What follows belongs to an exercise in optimizing a design on an open flow for small area, a short achievable clock period and few clock cycles per item; a production flow would make more cautious choices.
Function was checked by simulation only, so behaviour that the tests miss may differ from the original.
Power and IR drop assume default switching activity.

### flow/run.sh
#!/bin/bash
# The standard layout (standard synthesis, floorplan, placement, CTS, routing) with the
# resizer's setup-repair target tightened: repair_timing aims for this much positive slack
# against the unchanged 12 ns constraint, so it sizes and buffers the critical paths.
# The SDC, clock period, I/O delays and every other setting stay the standard flow's.
set -uo pipefail
bash standard.sh SETUP_SLACK_MARGIN=8.8 finish > standard.log 2>&1
### standard.sh
#!/bin/bash
# synth_recipe.tcl (not shown) runs the flow's synth.tcl, then flattens the netlist and writes it again
# the make line also repeats each setting of config.mk as NAME=value (left out here)
make -C /OpenROAD-flow-scripts/flow DESIGN_CONFIG=/design/flow/config.mk WORK_HOME=/design/flow/orfs CLKGATE_MAP_FILE= SYNTH_SCRIPT=/design/flow/synth_recipe.tcl "${@:-finish}"
### config.mk
export PLATFORM = sky130hd
export DESIGN_NAME = rgb_to_yuv_encoder
export DESIGN_NICKNAME = rgb_to_yuv_encoder
export VERILOG_FILES = /design/flow/design.v
export SDC_FILE = /design/flow/constraint.sdc
export NUM_CORES = 4
export LEC_CHECK = 0
export CAP_MARGIN = 20
export CORE_MARGIN = 2
export CORE_UTILIZATION = 40
export SLEW_MARGIN = 20
### constraint.sdc
create_clock -name core_clock -period 12.0 [get_ports {CLOCK_50_I}]
set_input_delay 2.4000 -clock core_clock [delete_from_list [all_inputs] [get_ports {CLOCK_50_I}]]
set_output_delay 2.4000 -clock core_clock [all_outputs]
set_load 0.01 [all_outputs]
### design.v
package rgb_to_yuv_encoder_pkg;
  localparam logic [17:0] U_BASE_ADDRESS   = 18'd38400;
  localparam logic [17:0] V_BASE_ADDRESS   = 18'd57600;
  localparam logic [17:0] RGB_BASE_ADDRESS = 18'd146944;
endpackage
module y_calc_tree(input [7:0] r, input [7:0] g, input [7:0] b, output [19:0] ha, output [19:0] hb, output c);
  wire t1 = ~r[6] ^ ~r[4]; wire t2 = ~r[6] & ~r[4];
  wire t3 = ~r[7] ^ ~r[5]; wire t4 = ~r[7] & ~r[5];
  wire t5 = ~r[6] ^ r[4]; wire t6 = ~r[6] & r[4];
  wire t7 = ~r[7] ^ r[5]; wire t8 = ~r[7] & r[5];
  wire t9 = ~r[4] ^ ~r[2] ^ r[0]; wire t10 = (~r[4] & ~r[2]) | (~r[4] & r[0]) | (~r[2] & r[0]);
  wire t11 = ~r[5] ^ ~r[3] ^ r[1]; wire t12 = (~r[5] & ~r[3]) | (~r[5] & r[1]) | (~r[3] & r[1]);
  wire t13 = ~g[4] ^ g[2]; wire t14 = ~g[4] & g[2];
  wire t15 = t1 ^ r[2] ^ ~r[0]; wire t16 = (t1 & r[2]) | (t1 & ~r[0]) | (r[2] & ~r[0]);
  wire t17 = ~g[5] ^ g[3] ^ ~b[6]; wire t18 = (~g[5] & g[3]) | (~g[5] & ~b[6]) | (g[3] & ~b[6]);
  wire t19 = ~b[3] ^ b[1]; wire t20 = ~b[3] & b[1];
  wire t21 = t2 ^ t3 ^ r[3]; wire t22 = (t2 & t3) | (t2 & r[3]) | (t3 & r[3]);
  wire t23 = ~r[1] ^ ~g[6] ^ g[4]; wire t24 = (~r[1] & ~g[6]) | (~r[1] & g[4]) | (~g[6] & g[4]);
  wire t25 = ~b[7] ^ ~b[4] ^ b[2]; wire t26 = (~b[7] & ~b[4]) | (~b[7] & b[2]) | (~b[4] & b[2]);
  wire t27 = t4 ^ t5 ^ ~r[2]; wire t28 = (t4 & t5) | (t4 & ~r[2]) | (t5 & ~r[2]);
  wire t29 = ~g[7] ^ g[5] ^ g[0]; wire t30 = (~g[7] & g[5]) | (~g[7] & g[0]) | (g[5] & g[0]);
  wire t31 = ~b[5] ^ b[3] ^ b[0]; wire t32 = (~b[5] & b[3]) | (~b[5] & b[0]) | (b[3] & b[0]);
  wire t33 = t6 ^ t7 ^ ~r[3]; wire t34 = (t6 & t7) | (t6 & ~r[3]) | (t7 & ~r[3]);
  wire t35 = r[0] ^ g[6] ^ g[1]; wire t36 = (r[0] & g[6]) | (r[0] & g[1]) | (g[6] & g[1]);
  wire t37 = ~b[6] ^ b[4] ^ b[1]; wire t38 = (~b[6] & b[4]) | (~b[6] & b[1]) | (b[4] & b[1]);
  wire t39 = t8 ^ r[6] ^ ~r[4]; wire t40 = (t8 & r[6]) | (t8 & ~r[4]) | (r[6] & ~r[4]);
  wire t41 = r[1] ^ g[7] ^ g[2]; wire t42 = (r[1] & g[7]) | (r[1] & g[2]) | (g[7] & g[2]);
  wire t43 = ~b[7] ^ b[5] ^ b[2]; wire t44 = (~b[7] & b[5]) | (~b[7] & b[2]) | (b[5] & b[2]);
  wire t45 = r[7] ^ ~r[5] ^ r[2]; wire t46 = (r[7] & ~r[5]) | (r[7] & r[2]) | (~r[5] & r[2]);
  wire t47 = g[3] ^ b[6] ^ b[3]; wire t48 = (g[3] & b[6]) | (g[3] & b[3]) | (b[6] & b[3]);
  wire t49 = ~b[0] ^ 1'b1; wire t50 = ~b[0] & 1'b1;
  wire t51 = ~r[6] ^ r[3] ^ g[4]; wire t52 = (~r[6] & r[3]) | (~r[6] & g[4]) | (r[3] & g[4]);
  wire t53 = b[7] ^ b[4] ^ ~b[1]; wire t54 = (b[7] & b[4]) | (b[7] & ~b[1]) | (b[4] & ~b[1]);
  wire t55 = ~r[7] ^ r[4] ^ g[5]; wire t56 = (~r[7] & r[4]) | (~r[7] & g[5]) | (r[4] & g[5]);
  wire t57 = b[5] ^ ~b[2]; wire t58 = b[5] & ~b[2];
  wire t59 = r[5] ^ r[0] ^ g[6]; wire t60 = (r[5] & r[0]) | (r[5] & g[6]) | (r[0] & g[6]);
  wire t61 = r[6] ^ r[1] ^ g[7]; wire t62 = (r[6] & r[1]) | (r[6] & g[7]) | (r[1] & g[7]);
  wire t63 = ~r[3] ^ ~r[1] ^ ~g[2]; wire t64 = (~r[3] & ~r[1]) | (~r[3] & ~g[2]) | (~r[1] & ~g[2]);
  wire t65 = t9 ^ ~g[3] ^ g[1]; wire t66 = (t9 & ~g[3]) | (t9 & g[1]) | (~g[3] & g[1]);
  wire t67 = ~b[4] ^ ~b[1]; wire t68 = ~b[4] & ~b[1];
  wire t69 = t10 ^ t11 ^ t13; wire t70 = (t10 & t11) | (t10 & t13) | (t11 & t13);
  wire t71 = ~b[5] ^ ~b[2] ^ b[0]; wire t72 = (~b[5] & ~b[2]) | (~b[5] & b[0]) | (~b[2] & b[0]);
  wire t73 = t12 ^ t14 ^ t15; wire t74 = (t12 & t14) | (t12 & t15) | (t14 & t15);
  wire t75 = t17 ^ t19 ^ 1'b1; wire t76 = (t17 & t19) | (t17 & 1'b1) | (t19 & 1'b1);
  wire t77 = t16 ^ t18 ^ t20; wire t78 = (t16 & t18) | (t16 & t20) | (t18 & t20);
  wire t79 = t21 ^ t23 ^ t25; wire t80 = (t21 & t23) | (t21 & t25) | (t23 & t25);
  wire t81 = t22 ^ t24 ^ t26; wire t82 = (t22 & t24) | (t22 & t26) | (t24 & t26);
  wire t83 = t27 ^ t29 ^ t31; wire t84 = (t27 & t29) | (t27 & t31) | (t29 & t31);
  wire t85 = t28 ^ t30 ^ t32; wire t86 = (t28 & t30) | (t28 & t32) | (t30 & t32);
  wire t87 = t33 ^ t35 ^ t37; wire t88 = (t33 & t35) | (t33 & t37) | (t35 & t37);
  wire t89 = t34 ^ t36 ^ t38; wire t90 = (t34 & t36) | (t34 & t38) | (t36 & t38);
  wire t91 = t39 ^ t41 ^ t43; wire t92 = (t39 & t41) | (t39 & t43) | (t41 & t43);
  wire t93 = t40 ^ t42 ^ t44; wire t94 = (t40 & t42) | (t40 & t44) | (t42 & t44);
  wire t95 = t45 ^ t47 ^ t49; wire t96 = (t45 & t47) | (t45 & t49) | (t47 & t49);
  wire t97 = t46 ^ t48 ^ t50; wire t98 = (t46 & t48) | (t46 & t50) | (t48 & t50);
  wire t99 = t51 ^ t53 ^ 1'b1; wire t100 = (t51 & t53) | (t51 & 1'b1) | (t53 & 1'b1);
  wire t101 = t52 ^ t54 ^ t55; wire t102 = (t52 & t54) | (t52 & t55) | (t54 & t55);
  wire t103 = t57 ^ b[0] ^ 1'b1; wire t104 = (t57 & b[0]) | (t57 & 1'b1) | (b[0] & 1'b1);
  wire t105 = t56 ^ t58 ^ t59; wire t106 = (t56 & t58) | (t56 & t59) | (t58 & t59);
  wire t107 = b[6] ^ ~b[3] ^ b[1]; wire t108 = (b[6] & ~b[3]) | (b[6] & b[1]) | (~b[3] & b[1]);
  wire t109 = t60 ^ t61 ^ g[0]; wire t110 = (t60 & t61) | (t60 & g[0]) | (t61 & g[0]);
  wire t111 = b[7] ^ ~b[4] ^ b[2]; wire t112 = (b[7] & ~b[4]) | (b[7] & b[2]) | (~b[4] & b[2]);
  wire t113 = t62 ^ r[7] ^ r[2]; wire t114 = (t62 & r[7]) | (t62 & r[2]) | (r[7] & r[2]);
  wire t115 = g[1] ^ ~b[5] ^ b[3]; wire t116 = (g[1] & ~b[5]) | (g[1] & b[3]) | (~b[5] & b[3]);
  wire t117 = r[3] ^ g[2] ^ ~b[6]; wire t118 = (r[3] & g[2]) | (r[3] & ~b[6]) | (g[2] & ~b[6]);
  wire t119 = r[4] ^ g[3]; wire t120 = r[4] & g[3];
  wire t121 = r[5] ^ g[4]; wire t122 = r[5] & g[4];
  wire t123 = ~r[2] ^ ~r[0]; wire t124 = ~r[2] & ~r[0];
  wire t125 = t63 ^ g[0] ^ ~b[3]; wire t126 = (t63 & g[0]) | (t63 & ~b[3]) | (g[0] & ~b[3]);
  wire t127 = t64 ^ t65 ^ t67; wire t128 = (t64 & t65) | (t64 & t67) | (t65 & t67);
  wire t129 = t66 ^ t68 ^ t69; wire t130 = (t66 & t68) | (t66 & t69) | (t68 & t69);
  wire t131 = t70 ^ t72 ^ t73; wire t132 = (t70 & t72) | (t70 & t73) | (t72 & t73);
  wire t133 = t74 ^ t76 ^ t77; wire t134 = (t74 & t76) | (t74 & t77) | (t76 & t77);
  wire t135 = t78 ^ t80 ^ t81; wire t136 = (t78 & t80) | (t78 & t81) | (t80 & t81);
  wire t137 = t82 ^ t84 ^ t85; wire t138 = (t82 & t84) | (t82 & t85) | (t84 & t85);
  wire t139 = t86 ^ t88 ^ t89; wire t140 = (t86 & t88) | (t86 & t89) | (t88 & t89);
  wire t141 = t90 ^ t92 ^ t93; wire t142 = (t90 & t92) | (t90 & t93) | (t92 & t93);
  wire t143 = t94 ^ t96 ^ t97; wire t144 = (t94 & t96) | (t94 & t97) | (t96 & t97);
  wire t145 = t98 ^ t100 ^ t101; wire t146 = (t98 & t100) | (t98 & t101) | (t100 & t101);
  wire t147 = t102 ^ t104 ^ t105; wire t148 = (t102 & t104) | (t102 & t105) | (t104 & t105);
  wire t149 = t106 ^ t108 ^ t109; wire t150 = (t106 & t108) | (t106 & t109) | (t108 & t109);
  wire t151 = t110 ^ t112 ^ t113; wire t152 = (t110 & t112) | (t110 & t113) | (t112 & t113);
  wire t153 = t114 ^ t116 ^ t117; wire t154 = (t114 & t116) | (t114 & t117) | (t116 & t117);
  wire t155 = t118 ^ t119 ^ ~b[7]; wire t156 = (t118 & t119) | (t118 & ~b[7]) | (t119 & ~b[7]);
  wire t157 = t120 ^ t121 ^ b[6]; wire t158 = (t120 & t121) | (t120 & b[6]) | (t121 & b[6]);
  wire t159 = t122 ^ r[6] ^ g[5]; wire t160 = (t122 & r[6]) | (t122 & g[5]) | (r[6] & g[5]);
  wire t161 = ~r[1] ^ ~g[0]; wire t162 = ~r[1] & ~g[0];
  wire t163 = t123 ^ ~g[1] ^ ~b[2]; wire t164 = (t123 & ~g[1]) | (t123 & ~b[2]) | (~g[1] & ~b[2]);
  wire t165 = t124 ^ t125 ^ ~b[0]; wire t166 = (t124 & t125) | (t124 & ~b[0]) | (t125 & ~b[0]);
  wire t167 = t126 ^ t127 ^ 1'b1; wire t168 = (t126 & t127) | (t126 & 1'b1) | (t127 & 1'b1);
  wire t169 = t128 ^ t129 ^ t71; wire t170 = (t128 & t129) | (t128 & t71) | (t129 & t71);
  wire t171 = t130 ^ t131 ^ t75; wire t172 = (t130 & t131) | (t130 & t75) | (t131 & t75);
  wire t173 = t132 ^ t133 ^ t79; wire t174 = (t132 & t133) | (t132 & t79) | (t133 & t79);
  wire t175 = t134 ^ t135 ^ t83; wire t176 = (t134 & t135) | (t134 & t83) | (t135 & t83);
  wire t177 = t136 ^ t137 ^ t87; wire t178 = (t136 & t137) | (t136 & t87) | (t137 & t87);
  wire t179 = t138 ^ t139 ^ t91; wire t180 = (t138 & t139) | (t138 & t91) | (t139 & t91);
  wire t181 = t140 ^ t141 ^ t95; wire t182 = (t140 & t141) | (t140 & t95) | (t141 & t95);
  wire t183 = t142 ^ t143 ^ t99; wire t184 = (t142 & t143) | (t142 & t99) | (t143 & t99);
  wire t185 = t144 ^ t145 ^ t103; wire t186 = (t144 & t145) | (t144 & t103) | (t145 & t103);
  wire t187 = t146 ^ t147 ^ t107; wire t188 = (t146 & t147) | (t146 & t107) | (t147 & t107);
  wire t189 = t148 ^ t149 ^ t111; wire t190 = (t148 & t149) | (t148 & t111) | (t149 & t111);
  wire t191 = t150 ^ t151 ^ t115; wire t192 = (t150 & t151) | (t150 & t115) | (t151 & t115);
  wire t193 = t152 ^ t153 ^ b[4]; wire t194 = (t152 & t153) | (t152 & b[4]) | (t153 & b[4]);
  wire t195 = t154 ^ t155 ^ b[5]; wire t196 = (t154 & t155) | (t154 & b[5]) | (t155 & b[5]);
  wire t197 = t156 ^ t157 ^ 1'b1; wire t198 = (t156 & t157) | (t156 & 1'b1) | (t157 & 1'b1);
  wire t199 = t158 ^ t159 ^ b[7]; wire t200 = (t158 & t159) | (t158 & b[7]) | (t159 & b[7]);
  wire t201 = t160 ^ r[7] ^ g[6]; wire t202 = (t160 & r[7]) | (t160 & g[6]) | (r[7] & g[6]);
  wire [23:0] ra = {1'b0, t202, t200, t198, t196, t194, t192, t190, t188, t186, t184, t182, t180, t178, t176, t174, t172, t170, t168, t166, t164, t162, t161, ~r[0]};
  wire [23:0] rb = {1'b0, g[7], t201, t199, t197, t195, t193, t191, t189, t187, t185, t183, t181, t179, t177, t175, t173, t171, t169, t167, t165, t163, ~b[1], ~b[0]};
  wire [4:0] low = {1'b0, ra[3:0]} + {1'b0, rb[3:0]};
  assign c = low[4];
  assign ha = ra[23:4];
  assign hb = rb[23:4];
endmodule
module y_calc_add(input [19:0] ha, input [19:0] hb, input c, output [7:0] o);
  wire [19:0] sum = ha + hb + {19'd0, c};
  assign o = sum[19:12];
endmodule
module uv_calc_tree(input [9:0] x, input [9:0] y, input [9:0] w, input m, output [16:0] ha, output [16:0] hb, output c);
  wire t1 = x[4] ^ ~x[0]; wire t2 = x[4] & ~x[0];
  wire t3 = x[5] ^ ~x[1] ^ y[3]; wire t4 = (x[5] & ~x[1]) | (x[5] & y[3]) | (~x[1] & y[3]);
  wire t5 = x[6] ^ ~x[2] ^ x[0]; wire t6 = (x[6] & ~x[2]) | (x[6] & x[0]) | (~x[2] & x[0]);
  wire t7 = y[4] ^ ~w[7]; wire t8 = y[4] & ~w[7];
  wire t9 = x[7] ^ ~x[3] ^ x[1]; wire t10 = (x[7] & ~x[3]) | (x[7] & x[1]) | (~x[3] & x[1]);
  wire t11 = y[5] ^ ~w[8]; wire t12 = y[5] & ~w[8];
  wire t13 = x[8] ^ ~x[4] ^ x[2]; wire t14 = (x[8] & ~x[4]) | (x[8] & x[2]) | (~x[4] & x[2]);
  wire t15 = y[6] ^ w[9] ^ ~w[7]; wire t16 = (y[6] & w[9]) | (y[6] & ~w[7]) | (w[9] & ~w[7]);
  wire t17 = ~w[4] ^ w[0]; wire t18 = ~w[4] & w[0];
  wire t19 = ~x[9] ^ ~x[5] ^ x[3]; wire t20 = (~x[9] & ~x[5]) | (~x[9] & x[3]) | (~x[5] & x[3]);
  wire t21 = y[7] ^ ~y[0] ^ ~w[8]; wire t22 = (y[7] & ~y[0]) | (y[7] & ~w[8]) | (~y[0] & ~w[8]);
  wire t23 = ~w[5] ^ w[1] ^ ~m; wire t24 = (~w[5] & w[1]) | (~w[5] & ~m) | (w[1] & ~m);
  wire t25 = ~x[6] ^ x[4] ^ y[8]; wire t26 = (~x[6] & x[4]) | (~x[6] & y[8]) | (x[4] & y[8]);
  wire t27 = ~y[1] ^ w[9] ^ ~w[6]; wire t28 = (~y[1] & w[9]) | (~y[1] & ~w[6]) | (w[9] & ~w[6]);
  wire t29 = w[2] ^ w[0]; wire t30 = w[2] & w[0];
  wire t31 = ~x[7] ^ x[5] ^ ~x[0]; wire t32 = (~x[7] & x[5]) | (~x[7] & ~x[0]) | (x[5] & ~x[0]);
  wire t33 = ~y[9] ^ ~y[2] ^ ~w[7]; wire t34 = (~y[9] & ~y[2]) | (~y[9] & ~w[7]) | (~y[2] & ~w[7]);
  wire t35 = w[3] ^ w[1] ^ ~m; wire t36 = (w[3] & w[1]) | (w[3] & ~m) | (w[1] & ~m);
  wire t37 = ~x[8] ^ x[6] ^ ~x[1]; wire t38 = (~x[8] & x[6]) | (~x[8] & ~x[1]) | (x[6] & ~x[1]);
  wire t39 = ~y[3] ^ y[0] ^ ~w[8]; wire t40 = (~y[3] & y[0]) | (~y[3] & ~w[8]) | (y[0] & ~w[8]);
  wire t41 = w[4] ^ w[2] ^ ~m; wire t42 = (w[4] & w[2]) | (w[4] & ~m) | (w[2] & ~m);
  wire t43 = x[9] ^ x[7] ^ ~x[2]; wire t44 = (x[9] & x[7]) | (x[9] & ~x[2]) | (x[7] & ~x[2]);
  wire t45 = ~y[4] ^ y[1] ^ w[9]; wire t46 = (~y[4] & y[1]) | (~y[4] & w[9]) | (y[1] & w[9]);
  wire t47 = w[5] ^ w[3] ^ ~m; wire t48 = (w[5] & w[3]) | (w[5] & ~m) | (w[3] & ~m);
  wire t49 = x[8] ^ ~x[3] ^ x[0]; wire t50 = (x[8] & ~x[3]) | (x[8] & x[0]) | (~x[3] & x[0]);
  wire t51 = ~y[5] ^ y[2] ^ w[6]; wire t52 = (~y[5] & y[2]) | (~y[5] & w[6]) | (y[2] & w[6]);
  wire t53 = ~x[9] ^ ~x[4] ^ x[1]; wire t54 = (~x[9] & ~x[4]) | (~x[9] & x[1]) | (~x[4] & x[1]);
  wire t55 = ~y[6] ^ y[3] ^ w[7]; wire t56 = (~y[6] & y[3]) | (~y[6] & w[7]) | (y[3] & w[7]);
  wire t57 = ~x[5] ^ x[2] ^ ~y[7]; wire t58 = (~x[5] & x[2]) | (~x[5] & ~y[7]) | (x[2] & ~y[7]);
  wire t59 = y[4] ^ w[8]; wire t60 = y[4] & w[8];
  wire t61 = ~x[6] ^ x[3] ^ ~y[8]; wire t62 = (~x[6] & x[3]) | (~x[6] & ~y[8]) | (x[3] & ~y[8]);
  wire t63 = y[5] ^ ~w[9]; wire t64 = y[5] & ~w[9];
  wire t65 = ~x[7] ^ x[4]; wire t66 = ~x[7] & x[4];
  wire t67 = x[2] ^ y[0]; wire t68 = x[2] & y[0];
  wire t69 = x[3] ^ y[1]; wire t70 = x[3] & y[1];
  wire t71 = t1 ^ y[2] ^ ~w[5]; wire t72 = (t1 & y[2]) | (t1 & ~w[5]) | (y[2] & ~w[5]);
  wire t73 = ~w[3] ^ ~w[0]; wire t74 = ~w[3] & ~w[0];
  wire t75 = t2 ^ t3 ^ ~w[6]; wire t76 = (t2 & t3) | (t2 & ~w[6]) | (t3 & ~w[6]);
  wire t77 = ~w[4] ^ ~w[1] ^ ~m; wire t78 = (~w[4] & ~w[1]) | (~w[4] & ~m) | (~w[1] & ~m);
  wire t79 = t4 ^ t5 ^ t7; wire t80 = (t4 & t5) | (t4 & t7) | (t5 & t7);
  wire t81 = ~w[5] ^ ~w[2] ^ m; wire t82 = (~w[5] & ~w[2]) | (~w[5] & m) | (~w[2] & m);
  wire t83 = t6 ^ t8 ^ t9; wire t84 = (t6 & t8) | (t6 & t9) | (t8 & t9);
  wire t85 = t11 ^ ~w[6] ^ ~w[3]; wire t86 = (t11 & ~w[6]) | (t11 & ~w[3]) | (~w[6] & ~w[3]);
  wire t87 = t10 ^ t12 ^ t13; wire t88 = (t10 & t12) | (t10 & t13) | (t12 & t13);
  wire t89 = t15 ^ t17 ^ 1'b1; wire t90 = (t15 & t17) | (t15 & 1'b1) | (t17 & 1'b1);
  wire t91 = t14 ^ t16 ^ t18; wire t92 = (t14 & t16) | (t14 & t18) | (t16 & t18);
  wire t93 = t19 ^ t21 ^ t23; wire t94 = (t19 & t21) | (t19 & t23) | (t21 & t23);
  wire t95 = t20 ^ t22 ^ t24; wire t96 = (t20 & t22) | (t20 & t24) | (t22 & t24);
  wire t97 = t25 ^ t27 ^ t29; wire t98 = (t25 & t27) | (t25 & t29) | (t27 & t29);
  wire t99 = t26 ^ t28 ^ t30; wire t100 = (t26 & t28) | (t26 & t30) | (t28 & t30);
  wire t101 = t31 ^ t33 ^ t35; wire t102 = (t31 & t33) | (t31 & t35) | (t33 & t35);
  wire t103 = t32 ^ t34 ^ t36; wire t104 = (t32 & t34) | (t32 & t36) | (t34 & t36);
  wire t105 = t37 ^ t39 ^ t41; wire t106 = (t37 & t39) | (t37 & t41) | (t39 & t41);
  wire t107 = t38 ^ t40 ^ t42; wire t108 = (t38 & t40) | (t38 & t42) | (t40 & t42);
  wire t109 = t43 ^ t45 ^ t47; wire t110 = (t43 & t45) | (t43 & t47) | (t45 & t47);
  wire t111 = t44 ^ t46 ^ t48; wire t112 = (t44 & t46) | (t44 & t48) | (t46 & t48);
  wire t113 = t49 ^ t51 ^ w[4]; wire t114 = (t49 & t51) | (t49 & w[4]) | (t51 & w[4]);
  wire t115 = t50 ^ t52 ^ t53; wire t116 = (t50 & t52) | (t50 & t53) | (t52 & t53);
  wire t117 = t55 ^ w[5] ^ ~m; wire t118 = (t55 & w[5]) | (t55 & ~m) | (w[5] & ~m);
  wire t119 = t54 ^ t56 ^ t57; wire t120 = (t54 & t56) | (t54 & t57) | (t56 & t57);
  wire t121 = t59 ^ w[6] ^ ~m; wire t122 = (t59 & w[6]) | (t59 & ~m) | (w[6] & ~m);
  wire t123 = t58 ^ t60 ^ t61; wire t124 = (t58 & t60) | (t58 & t61) | (t60 & t61);
  wire t125 = t63 ^ w[7] ^ m; wire t126 = (t63 & w[7]) | (t63 & m) | (w[7] & m);
  wire t127 = t62 ^ t64 ^ t65; wire t128 = (t62 & t64) | (t62 & t65) | (t64 & t65);
  wire t129 = y[9] ^ y[6] ^ w[8]; wire t130 = (y[9] & y[6]) | (y[9] & w[8]) | (y[6] & w[8]);
  wire t131 = t66 ^ ~x[8] ^ x[5]; wire t132 = (t66 & ~x[8]) | (t66 & x[5]) | (~x[8] & x[5]);
  wire t133 = y[7] ^ ~w[9]; wire t134 = y[7] & ~w[9];
  wire t135 = x[9] ^ x[6]; wire t136 = x[9] & x[6];
  wire t137 = x[1] ^ ~w[2]; wire t138 = x[1] & ~w[2];
  wire t139 = t67 ^ ~w[3] ^ ~w[1]; wire t140 = (t67 & ~w[3]) | (t67 & ~w[1]) | (~w[3] & ~w[1]);
  wire t141 = t68 ^ t69 ^ ~w[4]; wire t142 = (t68 & t69) | (t68 & ~w[4]) | (t69 & ~w[4]);
  wire t143 = t70 ^ t71 ^ t73; wire t144 = (t70 & t71) | (t70 & t73) | (t71 & t73);
  wire t145 = t72 ^ t74 ^ t75; wire t146 = (t72 & t74) | (t72 & t75) | (t74 & t75);
  wire t147 = t76 ^ t78 ^ t79; wire t148 = (t76 & t78) | (t76 & t79) | (t78 & t79);
  wire t149 = t80 ^ t82 ^ t83; wire t150 = (t80 & t82) | (t80 & t83) | (t82 & t83);
  wire t151 = t84 ^ t86 ^ t87; wire t152 = (t84 & t86) | (t84 & t87) | (t86 & t87);
  wire t153 = t88 ^ t90 ^ t91; wire t154 = (t88 & t90) | (t88 & t91) | (t90 & t91);
  wire t155 = t92 ^ t94 ^ t95; wire t156 = (t92 & t94) | (t92 & t95) | (t94 & t95);
  wire t157 = t96 ^ t98 ^ t99; wire t158 = (t96 & t98) | (t96 & t99) | (t98 & t99);
  wire t159 = t100 ^ t102 ^ t103; wire t160 = (t100 & t102) | (t100 & t103) | (t102 & t103);
  wire t161 = t104 ^ t106 ^ t107; wire t162 = (t104 & t106) | (t104 & t107) | (t106 & t107);
  wire t163 = t108 ^ t110 ^ t111; wire t164 = (t108 & t110) | (t108 & t111) | (t110 & t111);
  wire t165 = t112 ^ t114 ^ t115; wire t166 = (t112 & t114) | (t112 & t115) | (t114 & t115);
  wire t167 = t116 ^ t118 ^ t119; wire t168 = (t116 & t118) | (t116 & t119) | (t118 & t119);
  wire t169 = t120 ^ t122 ^ t123; wire t170 = (t120 & t122) | (t120 & t123) | (t122 & t123);
  wire t171 = t124 ^ t126 ^ t127; wire t172 = (t124 & t126) | (t124 & t127) | (t126 & t127);
  wire t173 = t128 ^ t130 ^ t131; wire t174 = (t128 & t130) | (t128 & t131) | (t130 & t131);
  wire t175 = t132 ^ t134 ^ t135; wire t176 = (t132 & t134) | (t132 & t135) | (t134 & t135);
  wire t177 = t136 ^ x[7]; wire t178 = t136 & x[7];
  wire t179 = x[0] ^ ~w[1]; wire t180 = x[0] & ~w[1];
  wire t181 = t137 ^ ~w[0] ^ 1'b1; wire t182 = (t137 & ~w[0]) | (t137 & 1'b1) | (~w[0] & 1'b1);
  wire t183 = t138 ^ t139 ^ m; wire t184 = (t138 & t139) | (t138 & m) | (t139 & m);
  wire t185 = t140 ^ t141 ^ ~w[2]; wire t186 = (t140 & t141) | (t140 & ~w[2]) | (t141 & ~w[2]);
  wire t187 = t142 ^ t143 ^ m; wire t188 = (t142 & t143) | (t142 & m) | (t143 & m);
  wire t189 = t144 ^ t145 ^ t77; wire t190 = (t144 & t145) | (t144 & t77) | (t145 & t77);
  wire t191 = t146 ^ t147 ^ t81; wire t192 = (t146 & t147) | (t146 & t81) | (t147 & t81);
  wire t193 = t148 ^ t149 ^ t85; wire t194 = (t148 & t149) | (t148 & t85) | (t149 & t85);
  wire t195 = t150 ^ t151 ^ t89; wire t196 = (t150 & t151) | (t150 & t89) | (t151 & t89);
  wire t197 = t152 ^ t153 ^ t93; wire t198 = (t152 & t153) | (t152 & t93) | (t153 & t93);
  wire t199 = t154 ^ t155 ^ t97; wire t200 = (t154 & t155) | (t154 & t97) | (t155 & t97);
  wire t201 = t156 ^ t157 ^ t101; wire t202 = (t156 & t157) | (t156 & t101) | (t157 & t101);
  wire t203 = t158 ^ t159 ^ t105; wire t204 = (t158 & t159) | (t158 & t105) | (t159 & t105);
  wire t205 = t160 ^ t161 ^ t109; wire t206 = (t160 & t161) | (t160 & t109) | (t161 & t109);
  wire t207 = t162 ^ t163 ^ t113; wire t208 = (t162 & t163) | (t162 & t113) | (t163 & t113);
  wire t209 = t164 ^ t165 ^ t117; wire t210 = (t164 & t165) | (t164 & t117) | (t165 & t117);
  wire t211 = t166 ^ t167 ^ t121; wire t212 = (t166 & t167) | (t166 & t121) | (t167 & t121);
  wire t213 = t168 ^ t169 ^ t125; wire t214 = (t168 & t169) | (t168 & t125) | (t169 & t125);
  wire t215 = t170 ^ t171 ^ t129; wire t216 = (t170 & t171) | (t170 & t129) | (t171 & t129);
  wire t217 = t172 ^ t173 ^ t133; wire t218 = (t172 & t173) | (t172 & t133) | (t173 & t133);
  wire t219 = t174 ^ t175 ^ y[8]; wire t220 = (t174 & t175) | (t174 & y[8]) | (t175 & y[8]);
  wire t221 = t176 ^ t177 ^ ~y[9]; wire t222 = (t176 & t177) | (t176 & ~y[9]) | (t177 & ~y[9]);
  wire t223 = t178 ^ x[8] ^ 1'b1; wire t224 = (t178 & x[8]) | (t178 & 1'b1) | (x[8] & 1'b1);
  wire t225 = ~x[9] ^ 1'b1; wire t226 = ~x[9] & 1'b1;
  wire [24:0] ra = {t224, t222, t220, t218, t216, t214, t212, t210, t208, t206, t204, t202, t200, t198, t196, t194, t192, t190, t188, t186, t184, t182, t180, t179, ~w[0]};
  wire [24:0] rb = {t225, t223, t221, t219, t217, t215, t213, t211, t209, t207, t205, t203, t201, t199, t197, t195, t193, t191, t189, t187, t185, t183, t181, m, 1'b1};
  wire [8:0] low = {1'b0, ra[7:0]} + {1'b0, rb[7:0]};
  assign c = low[8];
  assign ha = ra[24:8];
  assign hb = rb[24:8];
endmodule
module uv_calc_add(input [16:0] ha, input [16:0] hb, input c, output [7:0] o);
  wire [16:0] sum = ha + hb + {16'd0, c};
  assign o = sum[16:9];
endmodule
import rgb_to_yuv_encoder_pkg::*;
module rgb_to_yuv_encoder
#(
  parameter int NUM_GROUPS = 19200
) (
  input  logic        CLOCK_50_I,
  input  logic        reset,
  input  logic        enable,
  input  logic [15:0] SRAM_read_data,
  output logic [17:0] SRAM_address,
  output logic [15:0] SRAM_write_data,
  output logic        SRAM_we_n,
  output logic        done
);
  localparam logic [14:0] END_GROUP = 15'(NUM_GROUPS);
  logic        run_q;         
  logic        done_q;
  logic        we_n_q;
  logic        wr_ok_q;       
  logic [3:0]  slot_q;
  logic [17:0] rp_q;          
  logic [14:0] wg_q;          
  logic [17:0] addr_q;
  logic [15:0] din_q, d1_q, d2_q;     
  logic [19:0] ya_q, yb_q;            
  logic        yc_q;
  logic [9:0]  cx_q, cy_q;            
  logic        cm_q;                  
  logic [16:0] ua_q, ub_q;            
  logic        uc_q;
  logic [7:0]  uvo_q;                 
  logic        first_q;               
  logic        swap_q;                
  logic [7:0]  h1_q, h2_q;            
  logic [15:0] wd_q;                  
  logic       first_pix;
  logic [7:0] pr, pg, pb;
  logic [19:0] ya, yb;
  logic        yc;
  logic [7:0]  y_new;
  assign first_pix = first_q;
  assign pr = first_pix ? d1_q[15:8] : d1_q[7:0];
  assign pg = first_pix ? d1_q[7:0]  : din_q[15:8];
  assign pb = first_pix ? din_q[15:8] : din_q[7:0];
  y_calc_tree u_yt (.r(pr), .g(pg), .b(pb), .ha(ya), .hb(yb), .c(yc));
  y_calc_add  u_ya (.ha(ya_q), .hb(yb_q), .c(yc_q), .o(y_new));
  logic [8:0] rs, gs, bs;
  logic [9:0] f1, f2;
  logic [16:0] ua, ub;
  logic        uc;
  logic [7:0]  uv_new;
  assign rs = {1'b0, d2_q[15:8]} + {1'b0, d1_q[7:0]};
  assign gs = {1'b0, d2_q[7:0]}  + {1'b0, din_q[15:8]};
  assign bs = {1'b0, d1_q[15:8]} + {1'b0, din_q[7:0]};
  assign f1 = {1'b0, bs} - {1'b0, gs};
  assign f2 = {1'b0, gs} - {1'b0, rs};
  uv_calc_tree u_uvt (.x(cx_q), .y(cy_q), .w(cy_q ^ {10{cm_q}}), .m(cm_q), .ha(ua), .hb(ub), .c(uc));
  uv_calc_add  u_uva (.ha(ua_q), .hb(ub_q), .c(uc_q), .o(uv_new));
  logic [17:0] u_addr, v_addr;
  logic        at_end;
  logic        rd_next;      
  assign rd_next = (slot_q == 4'd9) || (slot_q == 4'd0) || (slot_q == 4'd1) ||
                   (slot_q == 4'd4) || (slot_q == 4'd5) || (slot_q == 4'd6);
  assign u_addr = U_BASE_ADDRESS + {3'd0, wg_q};
  assign v_addr = (V_BASE_ADDRESS - 18'd1) + {3'd0, wg_q};    
  assign at_end = (wg_q == END_GROUP);                        
  always_ff @(posedge CLOCK_50_I) begin
    din_q <= SRAM_read_data;
    d1_q  <= din_q;
    d2_q  <= d1_q;
    ya_q  <= ya;
    yb_q  <= yb;
    yc_q  <= yc;
    first_q <= (slot_q == 4'd3) || (slot_q == 4'd8);
    swap_q  <= (slot_q == 4'd5) || (slot_q == 4'd0);
    if (swap_q) begin
      cx_q <= ~cy_q; cy_q <= ~cx_q; cm_q <= 1'b1;
    end else begin
      cx_q <= f1;    cy_q <= f2;    cm_q <= 1'b0;
    end
    ua_q  <= ua;
    ub_q  <= ub;
    uc_q  <= uc;
    uvo_q <= uv_new;
    if (slot_q == 4'd8 || slot_q == 4'd4) h1_q <= uvo_q;
    if (slot_q == 4'd9) h2_q <= uvo_q;
    case (slot_q)
      4'd5, 4'd0: wd_q[15:8] <= y_new;
      4'd3:       wd_q[15:8] <= h1_q;
      4'd8:       wd_q[15:8] <= h2_q;
      default: ;
    endcase
    case (slot_q)
      4'd6, 4'd1: wd_q[7:0] <= y_new;
      4'd3:       wd_q[7:0] <= uvo_q;
      4'd8:       wd_q[7:0] <= h1_q;
      default: ;
    endcase
    if (run_q) begin
      slot_q  <= (slot_q == 4'd9) ? 4'd0 : slot_q + 4'd1;
      wr_ok_q <= wr_ok_q | (slot_q == 4'd9);
      wg_q    <= wg_q + {14'd0, slot_q == 4'd6};
      rp_q    <= rp_q + {17'd0, rd_next};
      case (slot_q)
        4'd2:    addr_q <= {2'd0, wg_q, 1'b1};
        4'd3:    addr_q <= u_addr;
        4'd7:    addr_q <= {2'd0, wg_q, 1'b0};
        4'd8:    addr_q <= v_addr;
        default: addr_q <= rp_q;
      endcase
    end else begin
      slot_q  <= 4'd0;
      wr_ok_q <= 1'b0;
      wg_q    <= '1;
      rp_q    <= RGB_BASE_ADDRESS + 18'd1;
      addr_q  <= RGB_BASE_ADDRESS;
    end
    if (reset) begin
      run_q  <= 1'b0;
      done_q <= 1'b0;
      we_n_q <= 1'b1;
    end else if (!run_q) begin
      we_n_q <= 1'b1;
      if (done_q) done_q <= enable;
      else        run_q  <= enable;
    end else begin
      case (slot_q)
        4'd2, 4'd3, 4'd8: we_n_q <= ~wr_ok_q;
        4'd7:             we_n_q <= at_end;
        default:          we_n_q <= 1'b1;
      endcase
      if (slot_q == 4'd9 && at_end) begin
        run_q  <= 1'b0;
        done_q <= 1'b1;
      end
    end
  end
  assign SRAM_address    = addr_q;
  assign SRAM_write_data = wd_q;
  assign SRAM_we_n       = we_n_q;
  assign done            = done_q;
endmodule
==> results of run 1 <==
-- registers in the layout (all words and copies together), names as in the netlist, 4 cells and up --
name    count
ya_q       19
yb_q       19
addr_q     18
rp_q       18
ua_q       17
ub_q       17
d1_q       16
d2_q       16
din_q      16
wd_q       16
wg_q       15
cx_q       10
cy_q       10
h1_q        8
h2_q        8
uvo_q       8
slot_q      4
-- final cells by class --
| type | count | area [µm²] | area share, % |
|---|---|---|---|
| clock buffers | 34 | 764 | 3.93 |
| inverters | 314 | 1190 | 6.13 |
| well taps | 518 | 648 | 3.34 |
| repair buffers | 153 | 1310 | 6.73 |
| clock inverters | 19 | 234 | 1.20 |
| flip-flops and latches | 244 | 5260 | 27.1 |
| multi-input cells | 919 | 10000 | 51.6 |
-- what timing repair did --
item	CTS	global route
endpoints found under the setup margin	81	81
setup buffers	38	51
pin swaps	36	60
gates resized for setup	254	119
gates cloned	3	0
-- power breakdown --
part           internal, mW  total (mW)  switching (mW)
clock network         0.562       0.914           0.353
logic                  1.68        3.83            2.15
registers              1.17        1.34           0.171
-- metal layers --
metal	share of wire, %	up-vias	wire length, µm
met5	0	-	0
li1	-	5189	-
met3	5.3	75	1960
met2	46	294	16900
met1	46	5203	17100
met4	2.7	0	982
-- synth_stat cells, types with 5 or more instances --
| master | instances |
|---|---|
| a21boi_0 | 10 |
| a21o_1 | 15 |
| a21oi_1 | 58 |
| a221o_1 | 10 |
| a221oi_1 | 9 |
| a22oi_1 | 8 |
| and2_1 | 10 |
| and3_1 | 9 |
| buf_2 | 8 |
| clkbuf_1 | 33 |
| dfxtp_1 | 212 |
| edfxtp_1 | 32 |
| fa_1 | 184 |
| ha_1 | 120 |
| inv_1 | 313 |
| mux2_2 | 6 |
| mux2i_1 | 31 |
| nand2_1 | 92 |
| nand2b_1 | 10 |
| nand3_1 | 23 |
| nand4_1 | 8 |
| nor2_1 | 46 |
| nor2b_1 | 8 |
| nor3_1 | 16 |
| nor4_1 | 7 |
| o211ai_1 | 9 |
| o21a_1 | 17 |
| o21ai_0 | 50 |
| o21bai_1 | 6 |
| o31ai_1 | 5 |
| or3_1 | 11 |
| xnor2_1 | 47 |
| xor2_1 | 36 |
-- cell families (layout without fill, tap and decap cells) --
kind of cell / count (synthesis) / in the layout
AND/OR/NAND/NOR: 255 / 255
multiplexers: 37 / 37
AO/OA/AOI/OAI: 240 / 240
flip-flops: 244 / 244
buffers and inverters: 357 / 520
XOR/XNOR: 83 / 83
adder cells (fa/ha/maj): 304 / 304
-- per-stage QoR --
stage / power (mW) / hold WS (ns) / setup slack, ns / area [µm²] / util (%)
CTS: 6.05 / 0.383 / 8.52 / 18600 / 48.1
finish: 6.09 / 0.374 / 8.55 / 19400 / 50.2
detailed placement: 4.92 / 0.363 / 8.21 / 16900 / 43.7
global placement: 4.84 / 0.363 / 8.23 / 16900 / 43.7
floorplan: 3.92 / 0.331 / 8.72 / 15900 / -
global route: 6.88 / 0.383 / 8.48 / 19400 / 50.2
-- how the worst max path moves through the flow --
stage / to / slack, ns / depth (start not counted)
floorplan: yb_q[6]$_DFF_P_ / 8.72 / 11
global placement: yb_q[6]$_DFF_P_ / 8.23 / 9
detailed placement: yb_q[6]$_DFF_P_ / 8.21 / 9
CTS: SRAM_write_data[7] / 8.52 / 1
global route: SRAM_write_data[15] / 8.48 / 1
finish: SRAM_write_data[7] / 8.55 / 1
==> flow_summary.toml, run 1 <==
[critical_path]
rr_worst_depth = 11
critPathMaxStageDelay_ns = 0.36
start_kind = "flop"
rrSetupSlack_ns = 8.64
critPathMaxFanout = 1
path_class = "reg -> out"
required_ns = 9.60
endpoint_kind = "primary output"
crit_start = "wd_q[7]$_DFFE_PP_"
slowest_stage = "edfxtp_1"
cp_cell_sequence = "buf_2"
worstReg2RegEnd = "yb_q[10]$_DFF_P_"
reg2reg_from = "first_q$_DFF_P_"
cp.arrival_ns = 1.05
critPathBufInv = 1
crit_family = "flip-flops"

[clocking]
cts-buffers-inserted = 29
clk_latency_ns = 0.55
cts_tree = "yes"
clkSinkCount = 244
cts.clk_slew.worst_paths_ns = 0.06
cts_buffer_depth = 3
htree_levels = 1
cts.hold.buffers_added = 0
cts-root-buf = "clkbuf_16"

[timing]
slew_headroom_pct = 42.1
final_hold_viol_count = 0
max_freq_mhz = 290
clock_skew_ns = 0.0124
worst_pin_slew_ns = 0.869
tns_ns = 0
period_share_pct = 28.7
maxSlewViolCount = 0
grt_setup_unrepaired = "true"
setup_viol = 0
min_period_ns = 3.45

[floorplan]
ioPinCount = 55
die_x_um = 202
core_mm2 = 0.0387
die_y_um = 202
start_util_pct = 40.6
die_area_mm2 = 0.0409
rows = 72

[place]
io_buffers = 54
hpwlAfterDp_um = 27000
gp_congestion = 0.889
dp_cells = 2056

[yosys]
avgSynthCellArea_um2 = 10.4
yosysTopAreaCellShare_pct = 27.0
synth_xor_area_share_pct = 4.62
synthAdderAreaFrac_pct = 33.0
ys.flop_type = "dfxtp_1"
synth.distinct_cells = 67
synth_top_family_by_area = "adder cells"
synth-edff-count = 32
synthTopCellsByArea = "dfxtp_1, fa_1, ha_1"
synth.area.mux_share_pct = 2.40
synth_nets = 1843
synth_top_area_cell = "dfxtp_1"
synthSimpleGateAreaFrac_pct = 7.75
synth-seq-cells = 244
synthCells = 1520
ys_seq_area_share_pct = 33.1
synth-compound-area-share_pct = 10.6
synth_warnings = 1
netlist_area_mm2 = 0.0157
async_flop_share_pct = 0

[global_routing]
grtUsageMet2_pct = 27.9
grt_pass1_wl_um = 57700
grtUsageMet1_pct = 25.2
grt_pass1_vias = 10800
top_usage_layer = "met2"
grtUsageMet3_pct = 2.89
grt.total_usage_pct = 17.6
overflow = 0
grt_max_degree = 61
grt_antenna_before_repair = 0

[detailed_routing]
vias_per_cell = 4.89
wire_per_inst_um = 16.8
ant_nets = 0
wl_um = 36900
first_iter_violations = 804
vias = 10800
drc = 0
dr.pass1.iters = 5

[status]
status = "timing/DRC/antenna clean"

[pwr]
power_density_mw_per_mm2 = 313
leakagePower_nw = 8.67
ir_worst_vdd_v = 0.000241

[cells_and_area]
drive_gt1_share_pct = 22.2
nNetsFinal = 1984
final_common_cell = "inv_1"
area_delta_synth_final_pct = 23.5
fillers = 3441
diodes = 0
layout_common_cells = "inv_1, dfxtp_1, fa_1, ha_1, nand2_1"
final_cells = 2201

[min_path]
min_path_cells = 0
holdPathEnd = "d1_q[5]$_DFF_P_"
min-delay-start = "din_q[5]$_DFF_P_"
hold_path.class = "reg -> reg"

[run]
drv_cap = 0
Testbench counts, summed over its fixed seeds: cycles 1,536,100, frames 8.
==> run 2, diff against run 1 <==
--- a/flow/run.sh
+++ b/flow/run.sh
@@ -6,2 +6,2 @@
 set -uo pipefail
-bash standard.sh SETUP_SLACK_MARGIN=8.8 finish > standard.log 2>&1
+bash standard.sh SETUP_SLACK_MARGIN=8.6 CTS_CLUSTER_SIZE=30 CTS_CLUSTER_DIAMETER=150 finish > standard.log 2>&1
==> flow_summary.toml, run 2 <==
[status]
status = "timing/DRC/antenna clean"

[timing]
hold_ws_ns = 0.359
tns_ns = 0
period_share_pct = 28.6
setup_viol = 0
final_hold_viol_count = 0
slew_headroom_pct = 26.5
clock_skew_ns = 0.0401
grt_setup_unrepaired = "true"
fin_ws_ns = 8.57
worst_pin_slew_ns = 1.10
maxSlewViolCount = 0
max_freq_mhz = 292
min_period_ns = 3.43

[yosys]
synth_warnings = 1
synth_nets = 1843
synth-seq-cells = 244
ys_seq_area_share_pct = 33.1
async_flop_share_pct = 0
synthSimpleGateAreaFrac_pct = 7.75
avgSynthCellArea_um2 = 10.4
synth_top_area_cell = "dfxtp_1"
synth-edff-count = 32
ys.flop_type = "dfxtp_1"
synth_xor_area_share_pct = 4.62
synthAdderAreaFrac_pct = 33.0
synth_most_common_cell = "inv_1"
synthCells = 1520
ys_top_cells_by_count = "inv_1, dfxtp_1, fa_1, ha_1, nand2_1"
synth.distinct_cells = 67
yosysTopAreaCellShare_pct = 27.0
synth_top_family_by_area = "adder cells"
synth-compound-area-share_pct = 10.6
synth.area.mux_share_pct = 2.40
netlist_area_mm2 = 0.0157
synthTopCellsByArea = "dfxtp_1, fa_1, ha_1"

[place]
hpwlAfterDp_um = 27000
io_buffers = 54
dp_slack_ns = 8.29
gp_congestion = 0.916
dp_cells = 2058

[clocking]
cts_tree = "yes"
cts.clk_slew.worst_paths_ns = 0.11
cts-root-buf = "clkbuf_16"
cts.hold.buffers_added = 0
cts_buffer_depth = 3
clk_latency_ns = 0.50
cts-buffers-inserted = 12
clkSinkCount = 244
htree_levels = 1

[global_routing]
grt_max_degree = 61
grt_pass1_vias = 10600
overflow = 0
grt_antenna_before_repair = 0
grt.total_usage_pct = 16.9
grt_pass1_wl_um = 55700

[detailed_routing]
ant_nets = 0
first_iter_violations = 565
vias_per_cell = 4.85
wl_um = 34100
dr.pass1.iters = 6
drc = 0
vias = 10200
wire_per_inst_um = 16.2

[floorplan]
die_y_um = 202
start_util_pct = 40.6
die_area_mm2 = 0.0409
rows = 72
ioPinCount = 55
die_x_um = 202
core_mm2 = 0.0387

[pwr]
ir_worst_vdd_v = 0.000253
swShare_pct = 46.0
power_density_mw_per_mm2 = 308
p_comb_share_pct = 67.0
p_clk_share_pct = 8.6
leakagePower_nw = 8.00
p_int_mw = 2.95
power_switching_mw = 2.52
pwr-share-seq_pct = 24.4

[cells_and_area]
nNetsFinal = 1906
top_regs = "ya_q: 19 flops, yb_q: 19 flops"
diodes = 0
final_util_pct = 45.9
area_delta_synth_final_pct = 13.0
layout_common_cells = "inv_1, dfxtp_1, fa_1, ha_1, nand2_1"
drive_gt1_share_pct = 11.5
final_cells = 2104
final_common_cell = "inv_1"

[critical_path]
cp_cell_sequence = "buf_2"
path_class = "reg -> out"
critPathMaxStageDelay_ns = 0.39
cp.arrival_ns = 1.03
crit_family = "flip-flops"
critPathMaxFanout = 1
required_ns = 9.60
critPathBufInv = 1
slowest_stage = "edfxtp_1"
start_kind = "flop"
endpoint_kind = "primary output"

[min_path]
hold_path.class = "reg -> reg"

[run]
drv_cap = 0
[run 2: power by group through the flow]
| stage | sequential [mW] | combinational (mW) | clock [mW] |
|---|---|---|---|
| floorplan | 1.29 | 2.63 | 0 |
| global placement | 1.35 | 3.44 | 0 |
| detailed placement | 1.35 | 3.58 | 0 |
| CTS | 1.33 | 3.61 | 0.490 |
| global route | 1.36 | 4.35 | 0.519 |
| finish | 1.34 | 3.66 | 0.471 |
[run 2: repair_timing]
item                       4_1_cts  5_1_grt
setup endpoints to repair       68       49
cloned                           1        2
pin swaps                        6       21
setup buffers                    4       22
resized for setup              191       54
[run 2: metrics by stage]
step	total power [mW]	area, µm²
after floorplan	3.91	15800
after global routing	6.23	17800
after global placement	4.79	16800
after detailed placement	4.92	16800
after CTS	5.43	17300
final	5.47	17800
[run 2: worst reg2reg max path, cell delays in order, from the launching register on]
cell,delay [ns]
dfxtp_4,0.41
buf_12,0.16
mux2i_4,0.33
inv_2,0.13
ha_1,0.22
inv_1,0.07
fa_1,0.44
fa_1,0.47
fa_1,0.54
inv_1,0.07
fa_1,0.44
[run 2: layout make-up]
| class | count | area, µm² |
|---|---|---|
| fillers | 3617 | 21000 |
| clock inverters | 1 | 30.0 |
| inverters | 314 | 1190 |
| clock buffers | 16 | 337 |
| well taps | 518 | 648 |
| multi-input cells | 919 | 9600 |
| repair buffers | 92 | 737 |
| flip-flops and latches | 244 | 5240 |
[run 2: final timing paths]
path	slack, ns	cells after the start	startpoint	to
max	8.57	1	wd_q[0]$_DFFE_PP_	SRAM_write_data[0]
min	0.36	0	din_q[5]$_DFF_P_	d1_q[5]$_DFF_P_
max reg2reg	8.61	10	first_q$_DFF_P_	yb_q[6]$_DFF_P_
min reg2reg	0.36	0	din_q[5]$_DFF_P_	d1_q[5]$_DFF_P_
[run 2: cells by family after synthesis]
kind of cell | after synthesis
XOR/XNOR | 83
AND/OR/NAND/NOR | 255
AO/OA/AOI/OAI | 240
multiplexers | 37
adder cells (fa/ha/maj) | 304
flip-flops | 244
buffers and inverters | 357
[run 2: routing by layer]
| layer | vias to the layer above | GRT usage (%) | wire length [µm] |
|---|---|---|---|
| li1 | 5016 | - | - |
| met1 | 4959 | 24.4 | 16500 |
| met2 | 183 | 27.0 | 15500 |
| met3 | 44 | 1.87 | 1200 |
| met4 | 0 | 4.35 | 777 |
| met5 | - | 0 | 0 |
==> run 3, diff against run 2 <==
--- a/flow/run.sh
+++ b/flow/run.sh
@@ -6,2 +6,2 @@
 set -uo pipefail
-bash standard.sh SETUP_SLACK_MARGIN=8.6 CTS_CLUSTER_SIZE=30 CTS_CLUSTER_DIAMETER=150 finish > standard.log 2>&1
+bash standard.sh SETUP_SLACK_MARGIN=8.6 ABC_AREA=1 finish > standard.log 2>&1
==> flow_summary.toml, run 3 <==
[status]
status = "timing/DRC/antenna clean"

[global_routing]
grt_pass1_wl_um = 60500
grt_antenna_before_repair = 0
grt_max_degree = 47
overflow = 0
grt_pass1_vias = 11700
grt.total_usage_pct = 18.0

[detailed_routing]
first_iter_violations = 624
vias_per_cell = 4.72
wire_per_inst_um = 14.9
vias = 11700
wl_um = 36800
ant_nets = 0
dr.pass1.iters = 5
drc = 0

[critical_path]
slowest_stage = "edfxtp_1"
endpoint_kind = "primary output"
critPathBufInv = 1
path_class = "reg -> out"
critPathMaxFanout = 1
start_kind = "flop"
required_ns = 9.60
crit_family = "flip-flops"
cp_cell_sequence = "buf_2"
cp.arrival_ns = 1.07
critPathMaxStageDelay_ns = 0.37

[clocking]
clkSinkCount = 244
cts_tree = "yes"
cts_buffer_depth = 3
cts-buffers-inserted = 28
cts.clk_slew.worst_paths_ns = 0.06
clk_latency_ns = 0.56
cts.hold.buffers_added = 0
htree_levels = 1
cts-root-buf = "clkbuf_16"

[yosys]
synth_most_common_cell = "inv_1"
synthCells = 1851
synth-edff-count = 32
synthTopCellsByArea = "dfxtp_1, fa_1, inv_1"
ys_top_cells_by_count = "inv_1, nand2_1, dfxtp_1, fa_1, ha_1"
ys.flop_type = "dfxtp_1"
synth_top_area_cell = "dfxtp_1"
synth_warnings = 1
synth-seq-cells = 244
avgSynthCellArea_um2 = 8.82
yosysTopAreaCellShare_pct = 26.0
ys_seq_area_share_pct = 31.9
netlist_area_mm2 = 0.0163
synth.distinct_cells = 55
synth_nets = 2174
async_flop_share_pct = 0

[timing]
clock_skew_ns = 0.0124
fin_ws_ns = 8.53
slew_headroom_pct = 48.9
min_period_ns = 3.47
max_freq_mhz = 288
grt_setup_unrepaired = "true"
setup_viol = 0
worst_pin_slew_ns = 0.766
tns_ns = 0
maxSlewViolCount = 0
final_hold_viol_count = 0
period_share_pct = 29.0

[cells_and_area]
nNetsFinal = 2246
fillers = 3877
multi_input_area_mm2 = 0.00947
final_common_cell = "inv_1"
layout_common_cells = "inv_1, nand2_1, dfxtp_1, fa_1, ha_1"
seq_area_mm2 = 0.00523
area_delta_synth_final_pct = 13.8
drive_gt1_share_pct = 9.51
top_regs = "ya_q: 19 flops, yb_q: 19 flops"
diodes = 0
fin_area_mm2 = 0.0186

[place]
dpl_cell_area_mm2 = 0.0174
io_buffers = 54
hpwlAfterDp_um = 29200
gp_congestion = 0.916
dp_slack_ns = 7.90

[floorplan]
core_mm2 = 0.0400
ioPinCount = 55
die_x_um = 206
rows = 73
die_y_um = 206
start_util_pct = 40.8
die_area_mm2 = 0.0424

[pwr]
leakagePower_nw = 9.15
power_density_mw_per_mm2 = 305
ir_worst_vdd_v = 0.000221

[min_path]
hold_path.class = "reg -> reg"

[run]
drv_cap = 0
==> run 3: changes by cell type after synthesis, sizes merged, moves of 11 or more <==
cell	before	now
a21oi	59	100
clkbuf	33	17
inv	314	449
mux2i	31	1
nand2	92	307
nand3	23	81
nor2	46	66
o21a	17	5
o21ai	51	120
or3	11	0
xnor2	47	11
xor2	36	23
==> run 3: cell type report <==
class                           instances  share of cell area, %
Clock buffer                           40                   4.53
Clock inverter                         12                  0.680
Inverter                              452                   9.14
Multi-Input combinational cell       1124                   51.0
Sequential cell                       244                   28.2
Tap cell                              525                   3.54
Timing Repair Buffer                   73                   2.97
==> run 3: logic make-up (layout without fill, tap and decap cells) <==
kind of cell    count (synthesis)  in the layout  synth area share, %
simple gates                  511            511                 13.8
buf+inv                       483            577                 11.3
flops                         244            244                 31.9
xor+xnor                       34             34                 1.82
mux                             2              2                0.130
compound gates                273            273                 9.19
fa+ha+maj                     304            304                 31.8
==> run 3: through the flow <==
stage	hold WS [ns]	power, mW	std cells	util (%)
floorplan	0.329	3.81	1851	-
global placement	0.337	4.76	2407	43.6
detailed placement	0.349	4.83	2407	43.6
CTS	0.357	5.73	2465	45.9
global route	0.370	6.45	2470	46.4
finish	0.361	5.67	2470	46.4
==> run 3: path summary, 6_finish.rpt <==
check / slack (ns) / from / to / cells past startpoint
max: 8.53 / wd_q[9]$_DFFE_PP_ / SRAM_write_data[9] / 1
min: 0.36 / d1_q[13]$_DFF_P_ / d2_q[13]$_DFF_P_ / 0
max reg2reg: 8.68 / cx_q[2]$_DFF_P_ / uc_q$_DFF_P_ / 12
min reg2reg: 0.36 / d1_q[13]$_DFF_P_ / d2_q[13]$_DFF_P_ / 0
==> run 3: power by group <==
part           switching [mW]  internal, mW
Sequential              0.149          1.16
Combinational            2.08          1.40
Clock                   0.343         0.531
==> run 3: worst register-to-register path, stage by stage (launching register included) <==
cell and delay [ns]:
dfxtp_4 0.37, inv_1 0.09, fa_1 0.53, fa_1 0.53, inv_1 0.06, fa_1 0.47, fa_1 0.53, inv_1 0.05
ha_1 0.30, nand2_1 0.08, inv_1 0.04, nand4_1 0.08, o211ai_1 0.09
==> run 3: per-layer routing <==
| layer | vias to the layer above | part of all wire, % | routed length, µm | track usage [%] |
|---|---|---|---|---|
| met2 | 218 | 45 | 16700 | 29.9 |
| met1 | 5502 | 48 | 17700 | 24.7 |
| met3 | 55 | 3.9 | 1440 | 2.19 |
| met5 | - | 0 | 0 | 0 |
| met4 | 0 | 2.4 | 891 | 5.00 |
| li1 | 5889 | - | - | - |
==> run 3: repair_timing <==
| item | CTS | global route |
|---|---|---|
| gates cloned | 0 | 1 |
| endpoints found under the setup margin | 80 | 64 |
| pin swaps | 3 | 8 |
| gates resized for setup | 176 | 36 |
| buffers inserted | 6 | 4 |
==> run 4, diff against run 3 <==
--- a/flow/run.sh
+++ b/flow/run.sh
@@ -6,2 +6,2 @@
 set -uo pipefail
-bash standard.sh SETUP_SLACK_MARGIN=8.6 ABC_AREA=1 finish > standard.log 2>&1
+bash standard.sh SETUP_SLACK_MARGIN=8.4 finish > standard.log 2>&1
==> flow_summary.toml, run 4 <==
[cells_and_area]
diodes = 0
layout_common_cells = "inv_1, dfxtp_1, fa_1, ha_1, nand2_1"
final_util_pct = 46.4
top_regs = "ya_q: 19 flops, yb_q: 19 flops"
nNetsFinal = 1897
drive_gt1_share_pct = 6.59
final_cells = 2112
fin_area_mm2 = 0.0180
area_delta_synth_final_pct = 14.3
final_common_cell = "inv_1"

[floorplan]
die_area_mm2 = 0.0409
die_x_um = 202
die_y_um = 202
rows = 72
ioPinCount = 55
start_util_pct = 40.6
core_mm2 = 0.0387

[yosys]
ys_top_cells_by_count = "inv_1, dfxtp_1, fa_1, ha_1, nand2_1"
synthTopCellsByArea = "dfxtp_1, fa_1, ha_1"
synth_most_common_cell = "inv_1"
synthCells = 1520
async_flop_share_pct = 0
synth-edff-count = 32
ys.flop_type = "dfxtp_1"
synth_nets = 1843
netlist_area_mm2 = 0.0157
yosysTopAreaCellShare_pct = 27.0
synth_warnings = 1
synth.distinct_cells = 67
synth_top_area_cell = "dfxtp_1"
ys_seq_area_share_pct = 33.1
synth-seq-cells = 244
avgSynthCellArea_um2 = 10.4

[critical_path]
cp_cell_sequence = "clkdlybuf4s15_1"
worstReg2RegEnd = "yb_q[5]$_DFF_P_"
rrSetupSlack_ns = 8.50
crit_start = "wd_q[0]$_DFFE_PP_"
critPathBufInv = 1
cp.arrival_ns = 1.16
start_kind = "flop"
crit_end = "SRAM_write_data[0]"
reg2reg_from = "first_q$_DFF_P_"
critPathMaxFanout = 1
required_ns = 9.60
path_class = "reg -> out"
endpoint_kind = "primary output"
critPathMaxStageDelay_ns = 0.37
rr_worst_depth = 7
path_depth = 1
slowest_stage = "edfxtp_1"
crit_family = "flip-flops"

[clocking]
cts.clk_slew.worst_paths_ns = 0.06
clkSinkCount = 244
cts_tree = "yes"
cts-root-buf = "clkbuf_16"
cts_buffer_depth = 3
htree_levels = 1
clk_latency_ns = 0.56
cts.hold.buffers_added = 0
cts-buffers-inserted = 29

[pwr]
design_power_total_mw = 5.76
power_density_mw_per_mm2 = 320
leakagePower_nw = 8.19
ir_worst_vdd_v = 0.000148

[min_path]
hold_path.class = "reg -> reg"

[global_routing]
grt_pass1_wl_um = 55400
grt_pass1_vias = 10500
overflow = 0
grt.total_usage_pct = 16.9
grt_antenna_before_repair = 0
grt_max_degree = 61

[status]
status = "timing/DRC/antenna clean"

[timing]
tns_ns = 0
clock_skew_ns = 0.0132
slew_headroom_pct = 41.3
hold_ws_ns = 0.373
max_freq_mhz = 281
period_share_pct = 29.6
setup_viol = 0
fin_ws_ns = 8.44
final_hold_viol_count = 0
worst_pin_slew_ns = 0.880
maxSlewViolCount = 0
grt_setup_unrepaired = "true"
min_period_ns = 3.56

[place]
dpl_cell_area_mm2 = 0.0168
dp_slack_ns = 8.33
hpwlAfterDp_um = 26800
io_buffers = 54
dp_cells = 2059
gp_congestion = 0.903

[detailed_routing]
ant_nets = 0
vias_per_cell = 4.84
vias = 10200
dr.pass1.iters = 5
drc = 0
wl_um = 33700
wire_per_inst_um = 16.0
first_iter_violations = 598

[run]
drv_cap = 0
[run 4: changes by cell type in the layout (fill, tap and decap cells not counted), sizes merged, moves of 20 or more]
cell	previous run	this run
inv	450	315
a21oi	100	59
xnor2	11	47
nor2	66	46
o21ai	120	51
buf	54	12
nand2	307	92
mux2i	1	31
nand3	81	23
[run 4: layout make-up]
cell class,instances,area (µm²)
clock buffers,36,813
clock inverters,15,224
fillers,3621,20800
inverters,314,1180
multi-input cells,919,9320
flip-flops and latches,244,5210
well taps,518,648
repair buffers,66,593
[run 4: worst min-delay path by stage]
| stage | startpoint | to | cells past startpoint |
|---|---|---|---|
| 6_report | din_q[5]$_DFF_P_ | d1_q[5]$_DFF_P_ | 0 |
| 5_1_grt | din_q[5]$_DFF_P_ | d1_q[5]$_DFF_P_ | 0 |
| 4_1_cts | din_q[5]$_DFF_P_ | d1_q[5]$_DFF_P_ | 0 |
| 3_5_place_dp | d1_q[2]$_DFF_P_ | d2_q[2]$_DFF_P_ | 0 |
| 3_3_place_gp | din_q[5]$_DFF_P_ | d1_q[5]$_DFF_P_ | 0 |
| 2_1_floorplan | din_q[5]$_DFF_P_ | d1_q[5]$_DFF_P_ | 0 |
[run 4: worst reg2reg max path, delay by kind of cell (launching register included)]
kind                     cells  cell delay, ns
flip-flops                   1            0.35
buffers and inverters        2            0.31
adder cells (fa/ha/maj)      4            2.00
multiplexers                 1            0.71
[run 4: per-layer routing]
layer,track usage [%],part of all wire [%],vias up
li1,-,-,5012
met1,24.4,49,4957
met2,26.7,44,202
met3,2.56,4.3,55
met4,4.46,2.5,0
met5,0,0,-
[run 4: cell families after synthesis]
family	count (synthesis)	share of synthesized area (%)
buffers and inverters	357	8.58
adders and majority gates	304	33.0
and+or+nand+nor	255	7.75
DFF	244	33.1
AOI/OAI and AO/OA	240	10.6
xor gates and xnor gates	83	4.62
muxes	37	2.40
[run 4: repair_timing]
item / CTS / global route
endpoints found under the setup margin: 48 / 22
setup buffers: 2 / 0
pin swaps: 0 / 1
hold endpoints to repair: 0 / 0
gates resized for setup: 55 / 27
[run 4: power by group]
part           internal, mW  leakage (nW)  total (mW)  switching (mW)
Combinational          1.48          5.61        3.49            2.00
Clock                 0.587         0.507       0.943           0.356
Sequential             1.16          2.07        1.33           0.166

## static timing again, ports no longer ideal
How much do the figures lean on ideal ports? The routed layouts below were timed once more, with nothing changed but the port constraints.
Step 1, drivers: a clkbuf_16 drives CLOCK_50_I and a buf_2 each remaining input, both assumed.
Step 2 moves the port delays by t, midway between the first and last clock arrival at a register: inputs arrive t later, outputs are due t later. That takes back most of the time a late clock gives input paths.
Slacks: no drivers / after step 1 / after step 2; pairs: no drivers / after step 1.
| run | t (ns) | setup WS [ns] | worst hold slack (ns) |
|---|---|---|---|
| run 1 | 0.604 | 8.553 / 8.497 / 8.638 | 0.374 / 0.374 / 0.374 |
| run 2 | 0.535 | 8.572 / 8.518 / 8.605 | 0.359 / 0.359 / 0.359 |
| run 3 | 0.603 | 8.526 / 8.474 / 8.659 | 0.361 / 0.361 / 0.361 |
| run 4 | 0.606 | 8.444 / 8.389 / 8.498 | 0.373 / 0.373 / 0.373 |
After both steps every run listed still meets setup and hold.
